This is an optimization exercise on Yosys and OpenROAD, whose aim is small area and a short achievable clock period, not a production implementation. The RTL was checked by simulation tests, not by an equivalence proof against the original design. No activity file was given, so power comes from the tool's default toggle rates.

==> flow/design.v <==
package pwl_func_pkg;
  localparam int SEG_BITS  = 4;
  localparam int FRAC_BITS = 8;
  localparam int N_SEG     = 1 << SEG_BITS;
  localparam int SPAN      = 1 << (SEG_BITS + FRAC_BITS);
  typedef enum logic {INIT = 1'b0, RUN = 1'b1} state_t;
  typedef enum logic {SEL_OFFSET = 1'b0, SEL_SLOPE = 1'b1} cfg_sel_t;
  function automatic logic signed [31:0] sat_to_out(input logic signed [31:0] v, input int ow);
    logic signed [31:0] hi, lo;
    hi = (32'sd1 <<< (ow - 1)) - 32'sd1;
    lo = -hi - 32'sd1;
    if (v > hi)      sat_to_out = hi;
    else if (v < lo) sat_to_out = lo;
    else             sat_to_out = v;
  endfunction
endpackage
module pwl_coef_ram #(
  parameter int CW = 18,
  parameter int AW = 4
) (
  input  logic          clk,
  input  logic          we,
  input  logic [1:0]    be,
  input  logic [AW-1:0] waddr,
  input  logic [2*CW-1:0] wdata,
  input  logic          re,
  input  logic [AW-1:0] raddr,
  output logic [2*CW-1:0] rdata
);
  logic [2*CW-1:0] mem [1<<AW];
  always_ff @(posedge clk) begin
    if (we && be[0]) mem[waddr][CW-1:0]    <= wdata[CW-1:0];
    if (we && be[1]) mem[waddr][2*CW-1:CW] <= wdata[2*CW-1:CW];
    if (re)          rdata <= mem[raddr];
  end
endmodule
module pwl_func_mc #(
  parameter int N_CH       = 4,
  parameter int IN_WIDTH   = 16,
  parameter int SEG_BITS   = 4,
  parameter int FRAC_BITS  = 8,
  parameter int X_MIN      = -2048,
  parameter int COEF_WIDTH = 18,
  parameter int OUT_WIDTH  = 16
) (
  input  logic                  clk,
  input  logic                  rst,
  input  logic                  in_valid,
  output logic                  in_ready,
  input  logic [$clog2(N_CH)-1:0] in_ch,
  input  logic [IN_WIDTH-1:0]   in_,
  output logic                  out_valid,
  input  logic                  out_ready,
  output logic [$clog2(N_CH)-1:0] out_ch,
  output logic [OUT_WIDTH-1:0]  out,
  output logic [1:0]            out_flags,
  input  logic                  cfg_we,
  output logic                  cfg_ready,
  input  logic [$clog2(N_CH)-1:0] cfg_ch,
  input  logic                  cfg_sel,
  input  logic [SEG_BITS-1:0]   cfg_addr,
  input  logic [COEF_WIDTH-1:0] cfg_data
);
  localparam int CHW    = (N_CH > 1) ? $clog2(N_CH) : 1;
  localparam int STAGES = 3;
  localparam int PW     = COEF_WIDTH + FRAC_BITS + 1;
  localparam logic [0:0] ST_INIT = pwl_func_pkg::INIT;
  localparam logic [0:0] ST_RUN  = pwl_func_pkg::RUN;
  localparam logic signed [IN_WIDTH:0] XMIN_W = (IN_WIDTH+1)'(X_MIN);
  localparam logic signed [IN_WIDTH:0] SPAN_W = (IN_WIDTH+1)'(1 << (SEG_BITS + FRAC_BITS));
  logic [0:0]          state;
  logic [SEG_BITS-1:0] cnt;
  logic                run, init, stall, in_fire;
  logic [STAGES:1]     vld_pipe;
  assign run   = (state == ST_RUN);
  assign init  = (state == ST_INIT);
  assign stall = vld_pipe[STAGES] & ~out_ready;
  assign in_ready  = run & ~stall;
  assign cfg_ready = run;
  assign out_valid = vld_pipe[STAGES];
  assign in_fire = in_valid & in_ready;
  always_ff @(posedge clk) begin
    if (rst) begin
      state <= ST_INIT;
      cnt   <= '0;
    end else if (init) begin
      cnt <= cnt + 1'b1;
      if (&cnt) state <= ST_RUN;
    end
  end
  always_ff @(posedge clk) begin
    if (rst)         vld_pipe <= '0;
    else if (!stall) vld_pipe <= {vld_pipe[STAGES-1:1], in_fire};
  end
  logic signed [IN_WIDTH:0] x_off;
  logic [CHW-1:0]       s1_ch, s2_ch;
  logic [SEG_BITS-1:0]  s1_seg;
  logic [FRAC_BITS-1:0] s1_frac, s2_frac;
  logic                 s1_clamp, s2_clamp;
  assign x_off = $signed({in_[IN_WIDTH-1], in_}) - XMIN_W;
  always_ff @(posedge clk) begin
    if (!stall) begin
      s1_ch <= in_ch;
      if (x_off[IN_WIDTH]) begin
        s1_seg <= '0; s1_frac <= '0; s1_clamp <= 1'b1;
      end else if (x_off >= SPAN_W) begin
        s1_seg <= '1; s1_frac <= '1; s1_clamp <= 1'b1;
      end else begin
        s1_seg   <= x_off[FRAC_BITS +: SEG_BITS];
        s1_frac  <= x_off[FRAC_BITS-1:0];
        s1_clamp <= 1'b0;
      end
      s2_ch    <= s1_ch;
      s2_frac  <= s1_frac;
      s2_clamp <= s1_clamp;
    end
  end
  logic [N_CH-1:0]                     ram_we;
  logic [1:0]                          ram_be;
  logic [SEG_BITS-1:0]                 ram_waddr;
  logic [2*COEF_WIDTH-1:0]             ram_wdata;
  logic [N_CH-1:0][2*COEF_WIDTH-1:0]   rd_data;
  assign ram_be    = init ? 2'b11 : ((cfg_sel == pwl_func_pkg::SEL_SLOPE) ? 2'b10 : 2'b01);
  assign ram_waddr = init ? cnt : cfg_addr;
  assign ram_wdata = init ? '0 : {2{cfg_data}};
  for (genvar c = 0; c < N_CH; c++) begin : g_ch
    assign ram_we[c] = init | (run & cfg_we & (cfg_ch == CHW'(c)));
    pwl_coef_ram #(.CW(COEF_WIDTH), .AW(SEG_BITS)) u_ram (
      .clk(clk), .we(ram_we[c]), .be(ram_be), .waddr(ram_waddr), .wdata(ram_wdata),
      .re(~stall), .raddr(s1_seg), .rdata(rd_data[c])
    );
  end
  logic signed [COEF_WIDTH-1:0] s2_off, s2_slope;
  logic signed [PW-1:0]         prod;
  logic signed [COEF_WIDTH:0]   sum;
  logic signed [31:0]           clip;
  logic                         sat;
  assign s2_off   = rd_data[s2_ch][COEF_WIDTH-1:0];
  assign s2_slope = rd_data[s2_ch][2*COEF_WIDTH-1:COEF_WIDTH];
  assign prod = PW'(s2_slope) * PW'($signed({1'b0, s2_frac}));
  assign sum  = $signed({s2_off[COEF_WIDTH-1], s2_off}) + (COEF_WIDTH+1)'(prod >>> FRAC_BITS);
  assign clip = pwl_func_pkg::sat_to_out(32'(sum), OUT_WIDTH);
  assign sat  = (clip != 32'(sum));
  always_ff @(posedge clk) begin
    if (rst) begin
      out       <= '0;
      out_ch    <= '0;
      out_flags <= '0;
    end else if (!stall) begin
      out       <= clip[OUT_WIDTH-1:0];
      out_ch    <= s2_ch;
      out_flags <= {sat, s2_clamp};
    end
  end
endmodule
==> flow/run.sh <==
#!/bin/bash
# synth_recipe.tcl (not shown) runs the flow's synth.tcl, then flattens the netlist and writes it again
# the make line also repeats each setting of config.mk as NAME=value (left out here)
make -C /OpenROAD-flow-scripts/flow DESIGN_CONFIG=/design/flow/config.mk WORK_HOME=/design/flow/orfs CLKGATE_MAP_FILE= SYNTH_SCRIPT=/design/flow/synth_recipe.tcl finish
==> flow/config.mk <==
export PLATFORM = sky130hd
export DESIGN_NAME = pwl_func_mc
export DESIGN_NICKNAME = pwl_func_mc
export VERILOG_FILES = /design/flow/design.v
export SDC_FILE = /design/flow/constraint.sdc
export NUM_CORES = 4
export LEC_CHECK = 0
export CAP_MARGIN = 20
export CORE_MARGIN = 2
export CORE_UTILIZATION = 45
export PLACE_DENSITY = 0.6
export SLEW_MARGIN = 20
==> flow/constraint.sdc <==
create_clock -name core_clock -period 8.2 [get_ports {clk}]
set_input_delay 1.6400 -clock core_clock [delete_from_list [all_inputs] [get_ports {clk}]]
set_output_delay 1.6400 -clock core_clock [all_outputs]
set_load 0.01 [all_outputs]
==> impl_metrics.env <==
export IMPL_filler_cell_count=17335
export IMPL_mostFrequentLayoutCells="2474 x edfxtp_1, 730 x mux4_2, 244 x clkbuf_16, 208 x buf_4, 151 x inv_1"
export IMPL_detail_route_iter0_violations=5815
export IMPL_flow_area_growth_from_synthesis_pct=13.8
export IMPL_hold_buffers=0
export IMPL_postSynth_asyncResetShare_pct=0
export IMPL_post_drt_wl_per_cell_um=31.1
export IMPL_totalWireLength_mm=250
export IMPL_finalMaxSlewViolations=0
export IMPL_total_global_route_track_usage_pct=22.2
export IMPL_synthesis_instances=4530
export IMPL_clkTransAtPathRegs_ns=0.06
export IMPL_critPathLaunch="s2_ch[0]$_DFFE_PN_"
export IMPL_fin_worst_hold_slack_ns=0.418
export IMPL_combinational_family_with_the_most_area_after_synthesis="multiplexers"
export IMPL_initial_utilization_pct=45.2
export IMPL_finalNetCount=5087
export IMPL_synth_area_per_cell_sq_um=22.1
export IMPL_number_of_design_rule_violations_left_after_detail_routing=0
export IMPL_setup_worst_path_start_class="register"
export IMPL_design_die_area_sq_um=226000
export IMPL_htree_num_levels=4
export IMPL_cell_leakage_power_uw=0.0365
export IMPL_synth_simple_gate_area_share_pct=2.29
export IMPL_final_period_utilization_pct=95.6
export IMPL_yosys_area_share_xor_xnor_pct=0.341
export IMPL_vdd_ir_drop_worst_uv=1980
export IMPL_fin_worst_skew_ns=0.0406
export IMPL_timing_hold_violations_final=0
export IMPL_synth_top_flop_cell="edfxtp_1"
export IMPL_synth_distinct_cells=65
export IMPL_cap_viol_max_count=0
export IMPL_pin_count_of_the_biggest_net_entering_global_routing=134
export IMPL_most_used_cell_cp="fa_1"
export IMPL_detailed_place_area_sq_um=106000
export IMPL_first_global_vias=47267
export IMPL_setup_reg_to_reg_worst_slack_ns=0.36
export IMPL_crit_type="register to register"
export IMPL_rr_startpoint="s2_ch[0]$_DFFE_PN_"
export IMPL_timing_critical_path_slowest_cell_delay_ns=0.63
export IMPL_layout_commonest_cell="edfxtp_1"
export IMPL_finalCoreUtilization_pct=51.4
export IMPL_total_power_divided_by_cell_area_nw_per_um2=431
export IMPL_achievable_frequency_mhz=128
export IMPL_relSlewSlack_pct=27.7
export IMPL_via_per_inst=5.89
export IMPL_worst_path_max_delay_cell="mux4_2"
export IMPL_tritoncts="done"
export IMPL_synth_edf_count=2474
export IMPL_post_synth_instance_area_sq_um=100000
export IMPL_crit_fanout=12
export IMPL_core_area_sq_um=222000
export IMPL_ctsLongestPathBuffers=3
export IMPL_drive_gt1_share_pct=29.2
export IMPL_grt_pass1_wl_mm=354
export IMPL_insertion_delay_ns=0.90
export IMPL_initial_antenna_violation_count=16
export IMPL_routabilityCongestion=0.837
export IMPL_grt_overflow=0
export IMPL_rows=173
export IMPL_rsz0062_at_grt="yes"
export IMPL_timing_final_setup_violations=0
export IMPL_drt_pass1_iter_count=12
export IMPL_total_clock_buffers_created_by_cts=241
export IMPL_synth_mux_area_fraction_pct=16.7
export IMPL_min_path_type="register to register"
export IMPL_timing_final_crit_period_ns=7.84
export IMPL_synth_compound_area_share_pct=1.36
export IMPL_numClockSinks=2502
export IMPL_post_route_cell_area_sq_um=114000
export IMPL_critPathArrivalTime_ns=8.63
export IMPL_flops_latches_synth=2502
export IMPL_timing_hold_worst_start="s1_frac[7]$_SDFFCE_PN0N_"
export IMPL_numPortBuffers=70
export IMPL_die_width_um=476
export IMPL_result_of_the_run="finished clean"
export IMPL_drt_antenna_violating_nets=0
export IMPL_post_synthesis_adder_cell_area_fraction_pct=3.18
export IMPL_post_dp_hpwl_mm=145
export IMPL_die_height_um=476
export IMPL_root_buffer="clkbuf_16"
export IMPL_floorplan_io_pins=71
export IMPL_yosys_warnings=2
export IMPL_synth_fp_nets=4764
export IMPL_required_ns=8.98
export IMPL_via_count=47381
export IMPL_ys_seq_area_share_pct=74.7
export IMPL_critPathCaptureType="register"
export IMPL_tightest_slew_ns=1.08
==> registers in the layout, indices dropped and copies added (netlist names) <==
name / flops
vld_pipe: 3
s1_clamp: 1
s2_frac: 8
s2_clamp: 1
g_ch.u_ram.rdata: 144
state: 1
out: 16
cnt: 4
out_ch: 2
s1_seg: 4
s1_ch: 2
s2_ch: 2
g_ch.u_ram.mem: 2304
out_flags: 2
s1_frac: 8
==> logic make-up (layout without fill, tap and decap cells) <==
| logic type | after synthesis | in the layout |
|---|---|---|
| compound gates | 188 | 188 |
| xor+xnor | 36 | 36 |
| fa+ha+maj | 186 | 186 |
| buf+inv | 364 | 897 |
| flops | 2502 | 2502 |
| mux | 758 | 758 |
| other cells | 0 | 6 |
| simple gates | 496 | 496 |
==> stage by stage <==
| stage | std cells | TNS (ns) | power [uW] | setup WS, ns |
|---|---|---|---|---|
| global route | 8039 | -0.194 | 51800 | -0.0455 |
| detailed placement | 7574 | 0 | 35600 | 0.0537 |
| CTS | 8027 | 0 | 46500 | 0.00739 |
| floorplan | 4530 | 0 | 30300 | 0.0686 |
| finish | 8044 | 0 | 49100 | 0.358 |
| global placement | 7574 | 0 | 35300 | 0.0579 |
==> timing repair <==
action / CTS / global route
endpoints found under the setup margin: 0 / 17
gates resized for setup: 0 / 23
setup buffers: 0 / 10
==> final cells by class <==
type	instances	area, sq um	area share, %
Tap cell	2975	3720	3.27
Clock inverter	142	1300	1.14
Sequential cell	2502	74900	65.7
Inverter	152	578	0.507
Antenna cell	6	15.0	0.0132
Clock buffer	311	6370	5.59
Multi-Input combinational cell	1664	24600	21.6
Timing Repair Buffer	292	2530	2.22
==> where the power goes <==
part / switching [uW] / internal (uW)
clock network: 4760 / 6040
registers: 204 / 14500
logic: 13000 / 10600
==> critical path: cells and delay by family (launching register included) <==
family,cells,cell delay (ns)
AOI/OAI and AO/OA,8,1.52
xor gates and xnor gates,3,0.57
adders and majority gates,7,2.78
buffers and inverters,4,0.55
DFF,1,0.39
muxes,1,0.63
and+or+nand+nor,8,1.28
==> metal layers <==
layer  track usage [%]  up-vias  share of wire [%]
li1                  -    19325                  -
met1              33.3    25855                 43
met2              34.4     1901                 47
met3              3.48      292                7.5
met4              5.20        8                2.1
met5                 0        -               0.12
==> synthesized netlist by cell type, types with 4 or more instances <==
cell / number / area share, %
mux4_2: 730 / 16
o31a_1: 6 / 0.052
nand2_1: 131 / 0.49
o32ai_1: 4 / 0.035
a21o_1: 6 / 0.045
o21a_1: 26 / 0.19
a211oi_1: 28 / 0.21
o21bai_1: 4 / 0.030
edfxtp_1: 2474 / 74
a211oi_2: 11 / 0.14
or2_2: 4 / 0.025
nand2b_1: 17 / 0.11
nand3_1: 5 / 0.025
and2_1: 88 / 0.55
nor2b_1: 29 / 0.18
mux2i_1: 28 / 0.28
nand4_1: 6 / 0.037
ha_1: 72 / 0.90
clkbuf_1: 140 / 0.52
a21oi_1: 58 / 0.29
inv_1: 151 / 0.57
o22ai_1: 4 / 0.025
dfxtp_1: 28 / 0.56
nor3_1: 8 / 0.040
nor2_1: 195 / 0.73
xnor2_1: 21 / 0.18
buf_2: 9 / 0.045
buf_1: 61 / 0.23
xor2_1: 13 / 0.11
o21ai_0: 14 / 0.070
fa_1: 114 / 2.3
==> path summary, 6_finish.rpt <==
| kind | to | cells past startpoint |
|---|---|---|
| hold / removal | s2_frac[7]$_DFFE_PN_ | 0 |
| hold reg to reg | s2_frac[7]$_DFFE_PN_ | 0 |
| setup reg to reg | out[2]$_SDFFE_PP0N_ | 31 |
| setup / recovery | out[2]$_SDFFE_PP0N_ | 31 |

==> what the ideal ports hide <==
In the flow no input, the clock included, has a driving cell. The finished layout below was timed again as built, in two steps.
Step 1 sets driving cells, clkbuf_16 on the clock port and buf_2 on the other inputs (assumed; they add their load-dependent delay and slew).
Step 2 moves the port delays by t, midway between the first and last clock arrival at a register: inputs arrive t later, outputs are due t later. That takes back most of the time a late clock gives input paths.
a / b / c = no drivers / after step 1 / after step 2; a / b = the first two.
t (ns): 0.964
slack for setup (ns): 0.358 / 0.358 / 0.358
worst setup path after step 2: register to register
clock arrival spread, ns: 0.044 / 0.043
cell pins on the clock port's net: 1
After both steps this run still meets setup and hold. The setup slack of this run moves by 0.000 ns with the drivers and by 0.000 ns with both steps.
